What follows belongs to an exercise in optimizing a design on an open flow for small area, a short achievable clock period and few clock cycles per item; a production flow would make more cautious choices. Where RTL was checked, it was by simulation tests only, not by an equivalence proof against the original. Power figures rest on the tool's default switching activity, not on a simulated workload.

Setup of red:
==> flow/design.v (excerpt) <==
module accum_drain_scheduler
#(
  parameter int DW        = 16,
  parameter int NUM_COLS  = 16,
  parameter int HAZ_DEPTH = ACC_PIPE_DEPTH
) (
  input  logic                       clk,
  input  logic                       rst_n,
  input  logic                       vec_valid,
  output logic                       vec_ready,
  input  logic [NUM_COLS*DW-1:0]     vec_flat,
  input  logic [NUM_COLS-1:0]        cmap,
  input  logic [NUM_COLS*OMAP_W-1:0] omap_flat,
  output logic [DW-1:0]              partial_out,
  output logic [3:0]                 col_id,
  output logic                       partial_valid,
  output logic [NUM_COLS-1:0]        cmap_out,
  output logic [NUM_COLS*OMAP_W-1:0] omap_out,
  output logic                       busy,
  output logic                       done,
  output logic [15:0]                stall_cnt
);
  localparam int NC = NUM_COLS;
  function automatic logic [TGT_W-1:0] tgt_of(input logic [OMAP_W-1:0] e);
    tgt_of = {e[OMAP_SEL_MSB:OMAP_SEL_LSB], e[OMAP_ADDR_W-1:0]};
  endfunction
  function automatic logic [NC-1:0] lowest(input logic [NC-1:0] m);
    logic [NC-1:0] r;
    logic          seen;
    r = '0;
    seen = 1'b0;
    for (int i = 0; i < NC; i++) begin
      r[i] = m[i] & ~seen;
      seen = seen | m[i];
    end
    lowest = r;
  endfunction
  function automatic logic [NC-1:0] rr_next(input logic [NC-1:0] p, input logic [NC-1:0] s);
    logic [NC-1:0]   above;
    logic [2*NC-1:0] l;
    logic            seen;
    seen = 1'b0;
    for (int i = 0; i < NC; i++) begin
      above[i] = seen;
      seen = seen | p[i];
    end
    l = '0;
    seen = 1'b0;
    for (int i = 0; i < 2*NC; i++) begin
      l[i] = ((i < NC) ? (s[i] & above[i]) : s[i-NC]) & ~seen;
      seen = seen | l[i];
    end
    rr_next = l[NC-1:0] | l[2*NC-1:NC];
  endfunction
  function automatic logic [3:0] enc(input logic [NC-1:0] oh);
    logic [3:0] r;
    r = '0;
    for (int i = 0; i < NC; i++) if (oh[i]) r = r | 4'(i);
    enc = r;
  endfunction
  logic [NC*DW-1:0]     vec_q;
  logic [NC-1:0]        cmap_q;
  logic [NC*OMAP_W-1:0] omap_q;
  logic [NC-1:0]        pend_q, pend_d;    
  ...
clock: 6.0 ns
lec_check: 0
abc_clock_period_in_ps: 2500
cap_margin: 20
core_margin: 2
core_utilization: 40
setup_slack_margin: 3.2
slew_margin: 20
standard.sh (not shown) runs the stock make flow with config.mk's settings and CLKGATE_MAP_FILE= SYNTH_SCRIPT=/design/flow/synth_recipe.tcl, a recipe that flattens the netlist after the stock synthesis.
==> flow/flow/run.sh <==
#!/bin/bash
# Standard layout, but the port buffers are the platform's smallest buffer instead of the
# delay buffer buffer_ports picks by default; repair still resizes any that need it.
set -euo pipefail
cd "$(dirname "$0")/.."
bash standard.sh BUFFER_PORTS_ARGS="-buffer_cell sky130_fd_sc_hd__buf_1" finish > run_standard.log 2>&1
red completed; timing, DRC and antenna clean
[inputs] blue vs red
- a change of SETUP_SLACK_MARGIN from 3.2 to 3.5
Notes after the runs:
blue against red: power now larger, wire length now larger, fraction of area in non-clock buffers now larger, fraction of area in clock buffers and inverters now smaller. Compared with red, blue ends up with a larger final cell area. Reported for red and blue, count of endpoints failing setup in the final report turned out identical to the last digit. As far as combined area of all synthesized cells goes, red and blue are indistinguishable; the numbers are identical. As far as fraction of standard cell area in multi-input logic is concerned, blue and red perform about the same.
Function was not checked in any run of this note: the RTL went through the layout flow alone.


Setup of build 4:
Another version of the RTL of accum_drain_scheduler (not shown whole).
Size in the first run: about 780 I/O pins, about 29,000 um^2 of cells after synthesis.
clock: 6.0 ns
lec_check: 0
cap_margin: 20
core_margin: 2
core_utilization: 50
place_density: 0.65
setup_slack_margin: 3.4
slew_margin: 20
tns_end_percent: 10
==> flow/flow/run.sh <==
#!/bin/bash
# Standard layout, except:
#  - the port buffers are the platform's smallest buffer instead of the delay buffer
#    buffer_ports picks by default; repair still resizes any that need it;
#  - clock tree synthesis adds no dummy loads.
set -euo pipefail
cd "$(dirname "$0")/.."
bash standard.sh \
  BUFFER_PORTS_ARGS="-buffer_cell sky130_fd_sc_hd__buf_1" \
  CTS_ARGS="-sink_clustering_enable -repair_clock_nets -dont_use_dummy_load -sink_clustering_size 20 -sink_clustering_max_diameter 80" \
  finish > run_standard.log 2>&1
Build 4 reached the end of the flow, and the finished layout is clean on the timing, design-rule and antenna checks.
Testbench counts of build 4, summed over its fixed seeds: cycles 76,207, items 3,200.
[inputs] build 45 vs build 4
diff --git a/flow/config.mk b/flow/config.mk
--- a/flow/config.mk
+++ b/flow/config.mk
@@ -9,6 +9,6 @@
 export CORE_MARGIN = 2
-export CORE_UTILIZATION = 50
-export PLACE_DENSITY = 0.65
-export SETUP_SLACK_MARGIN = 3.4
+export CORE_UTILIZATION = 55
+export PLACE_DENSITY = 0.7
+export SETUP_SLACK_MARGIN = 3.3
 export SLEW_MARGIN = 20
-export TNS_END_PERCENT = 10
+export TNS_END_PERCENT = 5
Results
- Build 4 → build 45: final instance area shows a reduction of 2.1%; number of placed instances with taps included shows a reduction of 83; met2 usage in global routing shows an increase of 5.5 points; share of final-layout standard cells stronger than drive strength 1 shows a reduction of 1.4 points; peak per-stage delay on the critical path shows an increase of 0.49 ns.
- Build 45 ended up with out_q[11]$_DFFE_PN_ as its capture point of the critical path; build 4 ended up with busy_q$_DFF_PN0_.
- Summary of build 45 over build 4: count of non-filler cells in the finished layout shows a reduction of 2.8%; power dissipated by switching net loads shows a reduction of 3.1%; maximum frequency shows a reduction of 0.67%.
- Going from build 4 to build 45, count of plain and timing-repair buffers shrinks by 33.
- Build 45 vs build 4 — measured slew at the worst slew-check pin rose 0.080 ns.
Inputs modified between build 45 and build 62:
==> flow/flow/run.sh <==
#!/bin/bash
# Standard layout, but the port buffers are the platform's smallest buffer instead of the
# delay buffer buffer_ports picks by default; repair still resizes any that need it.
set -euo pipefail
cd "$(dirname "$0")/.."
bash standard.sh BUFFER_PORTS_ARGS="-buffer_cell sky130_fd_sc_hd__buf_1" finish > run_standard.log 2>&1
diff --git a/flow/config.mk b/flow/config.mk
--- a/flow/config.mk
+++ b/flow/config.mk
@@ -9,4 +9,3 @@
 export CORE_MARGIN = 2
-export CORE_UTILIZATION = 55
-export PLACE_DENSITY = 0.7
+export CORE_UTILIZATION = 40
 export SETUP_SLACK_MARGIN = 3.3
==> comparison <==
Build 62 completed; timing, DRC and antenna clean
Per the comparison of build 62 with build 45, combinational group power rose by about 2%, global-route usage fell by 11 points, average detailed-routed wire length per instance fell by 0.88 um.
The following lists how build 35 was set up differently from build 62:
==> flow/flow/run.sh <==
#!/bin/bash
# Standard layout, except:
#  - the port buffers are the platform's smallest buffer instead of the delay buffer
#    buffer_ports picks by default; repair still resizes any that need it;
#  - clock tree synthesis adds no dummy loads.
set -euo pipefail
cd "$(dirname "$0")/.."
bash standard.sh \
  BUFFER_PORTS_ARGS="-buffer_cell sky130_fd_sc_hd__buf_1" \
  CTS_ARGS="-sink_clustering_enable -repair_clock_nets -dont_use_dummy_load -sink_clustering_size 20 -sink_clustering_max_diameter 80" \
  finish > run_standard.log 2>&1
diff --git a/flow/config.mk b/flow/config.mk
--- a/flow/config.mk
+++ b/flow/config.mk
@@ -9,4 +9,5 @@
 export CORE_MARGIN = 2
-export CORE_UTILIZATION = 40
-export SETUP_SLACK_MARGIN = 3.3
+export CORE_UTILIZATION = 55
+export PLACE_DENSITY = 0.7
+export SETUP_SLACK_MARGIN = 3.0
 export SLEW_MARGIN = 20
==> comparison <==
- No stage failed in build 35, and the final checks on the layout all came back clean.
- Clock-cell share of area: build 35 vs build 62 down 4.3 points
- The number of vias in the routed layout of build 62 and that of build 35 are within noise of each other.
- Est. power | build 35 vs build 62 | build 35 lower
- Going from build 62 to build 35, maximum fanout encountered on the critical timing path decreased by 2 relative to the old numbers; share of the final layout cell area in sequential cells rose 4.1 points; detailed route wirelength on metal2 fell about 9%.
- | number of antenna cells inserted | build 35 vs build 62 | 15% lower |
- From build 62 to build 35 the numbers moved as follows: number of search-and-repair iterations in the first detailed-routing pass rose 1, total non-filler cell area in the finished layout fell about 8%.
For build 44, these inputs were changed with respect to build 35:
==> flow/flow/run.sh <==
#!/bin/bash
# Standard layout, but the port buffers are the platform's smallest buffer instead of the
# delay buffer buffer_ports picks by default; repair still resizes any that need it.
set -euo pipefail
cd "$(dirname "$0")/.."
bash standard.sh BUFFER_PORTS_ARGS="-buffer_cell sky130_fd_sc_hd__buf_1" finish > run_standard.log 2>&1
diff --git a/flow/config.mk b/flow/config.mk
--- a/flow/config.mk
+++ b/flow/config.mk
@@ -7,8 +7,7 @@
 export LEC_CHECK = 0
+export ABC_CLOCK_PERIOD_IN_PS = 2500
 export CAP_MARGIN = 20
 export CORE_MARGIN = 2
-export CORE_UTILIZATION = 55
-export PLACE_DENSITY = 0.7
-export SETUP_SLACK_MARGIN = 3.0
+export CORE_UTILIZATION = 40
+export SETUP_SLACK_MARGIN = 3.5
 export SLEW_MARGIN = 20
-export TNS_END_PERCENT = 5
Findings:
Taking build 35 as the reference, in build 44 logic depth of the worst path, buffers included now larger; max-slew headroom at the worst pin now larger; layout overhead on the synthesized area now larger. Compared with build 35, in build 44 total power +2.6 mW; worst hold margin -0.011 ns. Via count on build 44 is up relative to build 35.
Edits applied to the flow inputs when going from build 44 to build 2:
==> flow/flow/run.sh <==
#!/bin/bash
# Standard layout, except:
#  - the port buffers are the platform's smallest buffer instead of the delay buffer
#    buffer_ports picks by default; repair still resizes any that need it;
#  - clock tree synthesis adds no dummy loads.
set -euo pipefail
cd "$(dirname "$0")/.."
bash standard.sh \
  BUFFER_PORTS_ARGS="-buffer_cell sky130_fd_sc_hd__buf_1" \
  CTS_ARGS="-sink_clustering_enable -repair_clock_nets -dont_use_dummy_load -sink_clustering_size 20 -sink_clustering_max_diameter 80" \
  finish > run_standard.log 2>&1
diff --git a/flow/config.mk b/flow/config.mk
--- a/flow/config.mk
+++ b/flow/config.mk
@@ -7,7 +7,8 @@
 export LEC_CHECK = 0
-export ABC_CLOCK_PERIOD_IN_PS = 2500
 export CAP_MARGIN = 20
 export CORE_MARGIN = 2
-export CORE_UTILIZATION = 40
+export CORE_UTILIZATION = 55
+export PLACE_DENSITY = 0.7
 export SETUP_SLACK_MARGIN = 3.5
 export SLEW_MARGIN = 20
+export TNS_END_PERCENT = 5
Findings:
Build 2 reached the final stage; the timing, design-rule and antenna checks on its layout passed. The worst hold slack reported for build 2 is greater than that of build 44 by 0.0091 ns. Met1 layer wirelength in the final routing: build 2 < build 44. Summary of build 2 over build 44: violation count after the first detailed-route iteration went up 690, non-clock buffer count fell by about 5%. Build 2 vs. build 44: sequential share of layout area picked up an extra 3.4 points; adder-cell area share of the yosys netlist neither gained nor lost much. [compare] base=build 44 new=build 2: setup slack now sits lower, relative area of non-clock buffer cells in the final design now sits lower, maximum buffer depth of the clock tree now sits at about the same level.

-- static timing again, ports no longer ideal --
The results above use ideal ports. As a check the final layouts listed here were re-extracted and re-timed, cells and wires unchanged. Step 1 (the two cells are an assumption about what drives the block):
set clk [get_ports {clk}]
set_driving_cell -lib_cell sky130_fd_sc_hd__clkbuf_16 $clk
set_driving_cell -lib_cell sky130_fd_sc_hd__buf_2 [delete_from_list [all_inputs] $clk]
Step 2, shift: input delay + t, output delay - t, t = (earliest + latest rising clock arrival at the registers) / 2. This alone moves slack from input paths to output paths. Slacks: no drivers / after step 1 / after step 2; pairs: no drivers / after step 1.
run	t (ns)	slack for setup (ns)	hold slack, ns	clock arrival spread, ns
red	0.709	3.018 / 3.018 / 2.479	0.352 / 0.352 / 0.352	0.056 / 0.056
blue	0.693	3.053 / 3.053 / 2.746	0.358 / 0.358 / 0.358	0.076 / 0.077
build 4	0.661	3.098 / 3.141 / 2.481	0.361 / 0.361 / 0.361	0.043 / 0.043
build 45	0.649	3.079 / 3.079 / 2.515	0.358 / 0.358 / 0.358	0.039 / 0.039
build 62	0.700	3.185 / 3.154 / 2.526	0.347 / 0.347 / 0.347	0.059 / 0.058
build 35	0.654	2.941 / 2.941 / 2.379	0.358 / 0.358 / 0.358	0.053 / 0.052
build 44	0.718	3.235 / 3.235 / 2.651	0.347 / 0.347 / 0.347	0.051 / 0.051
build 2	0.651	3.185 / 3.185 / 2.592	0.356 / 0.356 / 0.356	0.034 / 0.034
After both steps setup and hold are still met in every run listed. The setup slack of build 62, which loses most, moves by -0.031 ns with the drivers and by -0.659 ns with both steps.
